This design comes from an exercise in tuning for small area, a short achievable clock period and few clock cycles per item on the open sky130 flow, not from production work. RTL that was checked went through simulation tests only; none was proved equivalent to the original. No activity file was given, so power comes from the tool's default toggle rates.

==> flow/design.v (excerpt) <==
module mul_top (
    input  logic        clk_i,
    input  logic        rst_i,
    input  logic        req_i,
    input  logic [31:0] op_a_i,
    input  logic [31:0] op_b_i,
    input  logic [2:0]  func3_i,
    output logic        ack_o,
    output logic [31:0] result_o
);
==> flow/config.mk <==
export PLATFORM = sky130hd
export DESIGN_NAME = mul_top
export DESIGN_NICKNAME = mul_top
export VERILOG_FILES = /design/flow/design.v
export SDC_FILE = /design/flow/constraint.sdc
export NUM_CORES = 4
export LEC_CHECK = 0
export CAP_MARGIN = 20
export CORE_MARGIN = 2
export CORE_UTILIZATION = 45
export CTS_BUF_LIST = sky130_fd_sc_hd__clkbuf_4 sky130_fd_sc_hd__clkbuf_8
export PLACE_DENSITY = 0.6
export SLEW_MARGIN = 20
==> flow/constraint.sdc <==
create_clock -name core_clock -period 8.2 [get_ports {clk_i}]
set_input_delay 1.6400 -clock core_clock [delete_from_list [all_inputs] [get_ports {clk_i}]]
set_output_delay 1.6400 -clock core_clock [all_outputs]
set_load 0.01 [all_outputs]
standard.sh (not shown) runs the stock make flow with config.mk's settings and CLKGATE_MAP_FILE= SYNTH_SCRIPT=/design/flow/synth_recipe.tcl, a recipe that flattens the netlist after the stock synthesis.
==> flow/flow/run.sh <==
#!/bin/bash
set -euo pipefail
export BUFFER_PORTS_ARGS="-buffer_cell sky130_fd_sc_hd__buf_1"
sed -e 's/ SETUP_SLACK_MARGIN=[^ ]*//' -e 's/ "\${@:-finish}"/ SETUP_SLACK_MARGIN=5.3 "\${@:-finish}"/' standard.sh > standard_margin.sh
grep -q "SETUP_SLACK_MARGIN=5.3" standard_margin.sh
bash standard_margin.sh > standard.log 2>&1
Then changed:
--- a/flow/design.v
+++ b/flow/design.v
@@ -33,28 +33,21 @@
     logic [8:0]        low_sum;
     logic [40:0]       fsum;
     logic              ub_d;
     logic              nxt_extra;
     logic              nxt_last;
     assign a_ext = {a32_q, a32_q, a_q};
     assign ub_d      = op_b_i[31] & ((func3_i == 3'd2) | (func3_i == 3'd3));
     assign nxt_extra = (cnt_q == 3'd3);
     assign nxt_last  = ub_q ? nxt_extra : (cnt_q == 3'd2);
     assign win_cap   = {op_b_i[7:0], 1'b0};
-    always_comb begin
-        case (cnt_q)
-            3'd0: win_nxt = {op_b_i[15:8], op_b_i[7]};
-            3'd1: win_nxt = {op_b_i[23:16], op_b_i[15]};
-            3'd2: win_nxt = {op_b_i[31:24], op_b_i[23]};
-            default: win_nxt = {8'd0, op_b_i[31]};
-        endcase
-    end
+    assign win_nxt   = {lo_q[15:8] & {8{~nxt_extra}}, lo_q[7]};
     always_comb begin
         cone[0] = win_cap[1] ^ win_cap[0];
         ctwo[0] = (win_cap[2] & ~win_cap[1] & ~win_cap[0]) | (~win_cap[2] & win_cap[1] & win_cap[0]);
         cneg[0] = win_cap[2];
         cone[1] = win_cap[3] ^ win_cap[2];
         ctwo[1] = (win_cap[4] & ~win_cap[3] & ~win_cap[2]) | (~win_cap[4] & win_cap[3] & win_cap[2]);
         cneg[1] = win_cap[4];
         cone[2] = win_cap[5] ^ win_cap[4];
         ctwo[2] = (win_cap[6] & ~win_cap[5] & ~win_cap[4]) | (~win_cap[6] & win_cap[5] & win_cap[4]);
         cneg[2] = win_cap[6];
Result:
- clock-buffer cell count does not change
- clock skew is lower by 9.3 ps
- critical path depth is lower by 1
- total power is higher by 1.8%
- die area is lower by 1.6%
- hold slack is worse by 27 ps
- setup slack is about the same
- maximum frequency hardly moves
- non-clock buffer count is lower by 16
Testbench counts after the change, summed over its fixed seeds: cycles 34,455, items 4,800.
Function not checked in the first run of this note: the RTL went through the layout flow alone.

---

Setup of the previous run:
mul_top, a different RTL version from the one above (not shown whole).
Size: about 1,400 cells after synthesis, roughly 100 I/O pins, about 14,000 sq um of cells after synthesis.
clock: 8.2 ns
lec_check: 0
cap_margin: 20
core_margin: 2
core_utilization: 45
place_density: 0.6
setup_slack_margin: 5
slew_margin: 20
run.sh (not shown) runs the stock make flow with config.mk's settings and CLKGATE_MAP_FILE= SYNTH_SCRIPT=/design/flow/synth_recipe.tcl, a recipe that flattens the netlist after the stock synthesis.
Stock flow here: none of the scripts above is used.
Testbench counts of the previous run, summed over its fixed seeds: cycles 34,455, items 4,800.
Edits applied to the flow inputs when going from the previous run to the current run:
-- flow/design.v --
<<< the previous run, line 437
    end
    always_ff @(posedge clk_i) begin
        a_q   <= op_a_i;
        a32_q <= op_a_i[31] & (func3_i != 3'd3);
        ub_q  <= ub_d;
        hi_q  <= (func3_i == 3'd1) | (func3_i == 3'd2) | (func3_i == 3'd3);
    end
    always_ff @(posedge clk_i) begin
        if (!busy_q && !fin_q && !ack_o) begin
            cnt_q   <= '0;
            last_q  <= 1'b0;
            s_q     <= 41'h10000000000;
            c_q     <= '0;
>>> the current run, line 437
    end
    always_ff @(posedge clk_i) begin
        if (!busy_q && !fin_q && !ack_o) begin
            cnt_q   <= '0;
            last_q  <= 1'b0;
            a_q     <= op_a_i;
            a32_q   <= op_a_i[31] & (func3_i != 3'd3);
            ub_q    <= ub_d;
            hi_q    <= (func3_i == 3'd1) | (func3_i == 3'd2) | (func3_i == 3'd3);
            lo_q    <= op_b_i;
            s_q     <= 41'h10000000000;
            c_q     <= '0;
<<< the previous run, line 452
            btwo_q  <= ctwo;
            bneg_q  <= cneg;
        end else begin
            cnt_q   <= cnt_q + 1'b1;
            last_q  <= nxt_last;
            s_q     <= s_d;
            c_q     <= c_d;
>>> the current run, line 451
            btwo_q  <= ctwo;
            bneg_q  <= cneg;
        end else if (busy_q) begin
            cnt_q   <= cnt_q + 1'b1;
            last_q  <= nxt_last;
            lo_q    <= {low_sum[7:0], lo_q[31:8]};
            s_q     <= s_d;
            c_q     <= c_d;
<<< the previous run, line 461
            btwo_q  <= ntwo;
            bneg_q  <= nneg;
        end
    end
    always_ff @(posedge clk_i) begin
        if (!busy_q && !fin_q && !ack_o) begin
            lo_q <= op_b_i;
        end else if (busy_q) begin
            lo_q <= {low_sum[7:0], lo_q[31:8]};
        end else if (fin_q) begin
            if (!hi_q)
>>> the current run, line 461
            btwo_q  <= ntwo;
            bneg_q  <= nneg;
        end else if (fin_q) begin
            if (!hi_q)
Results
Comparing the previous run and the current run, the higher power attributed to combinational cells was measured on the current run.
Of the two candidates, the previous run has the better final area and the current run the worse one.
| fraction of standard cell area in multi-input logic | the current run vs the previous run | 0.73 points lower |
| total number of multi-input combinational cells | higher: the current run |
The current run ends up with higher critical path arrival than the previous run does.
Diff the previous run -> the current run | cell leakage power | increase of 1.7%
Sequential share of layout area for the current run: 1.5 points up relative to the previous run
Changes observed in the current run relative to the previous run: die span in y increased 5.6 um, minimum setup slack in the final design decreased 47 ps, post-detailed-placement half-perimeter wirelength increased 2600 um.
The previous run and the current run ended up with nearly the same clock skew.
Clock slew seen by the registers of the worst setup and hold paths essentially unchanged between the current run and the previous run.
Between the previous run and the current run, final wirelength is higher for the current run, the previous run comes in under that.
Delay of the slowest cell on the worst path of the previous run is on par with the current run.
Testbench counts of the current run, summed over its fixed seeds: cycles 34,455, items 4,800.

## separate check: timing with driven ports
Ports are ideal in the flow. The routed layouts listed here were re-timed in OpenROAD.
Step 1 (the two cells are an assumption about what drives the block):
set clk [get_ports {clk_i}]
set_driving_cell -lib_cell sky130_fd_sc_hd__clkbuf_16 $clk
set_driving_cell -lib_cell sky130_fd_sc_hd__buf_2 [delete_from_list [all_inputs] $clk]
Step 2 also shifts input and output timing later by t, the mid clock arrival at the registers, as if the neighbouring blocks saw the same clock.
a / b / c = ideal ports / drivers / drivers and shift; a / b = the first two.
run	t (ns)	setup WS [ns]	clock arrival spread, ns	worst register clock-pin slew, ns	worst slew at a driven data input, ns
the first run of note 1	0.512	5.296 / 5.296 / 5.065	0.026 / 0.026	0.12 / 0.12	0.04
the second run of note 1	0.511	5.297 / 5.297 / 5.297	0.017 / 0.016	0.10 / 0.10	0.05
the previous run	0.486	5.088 / 5.037 / 5.114	0.012 / 0.012	0.07 / 0.07	0.06
the current run	0.500	5.042 / 4.990 / 5.052	0.015 / 0.014	0.08 / 0.08	0.05
After both steps setup and hold are still met in every run listed. The setup slack of the first run of note 1, which loses most, moves by 0.000 ns with the drivers and by -0.231 ns with both steps.
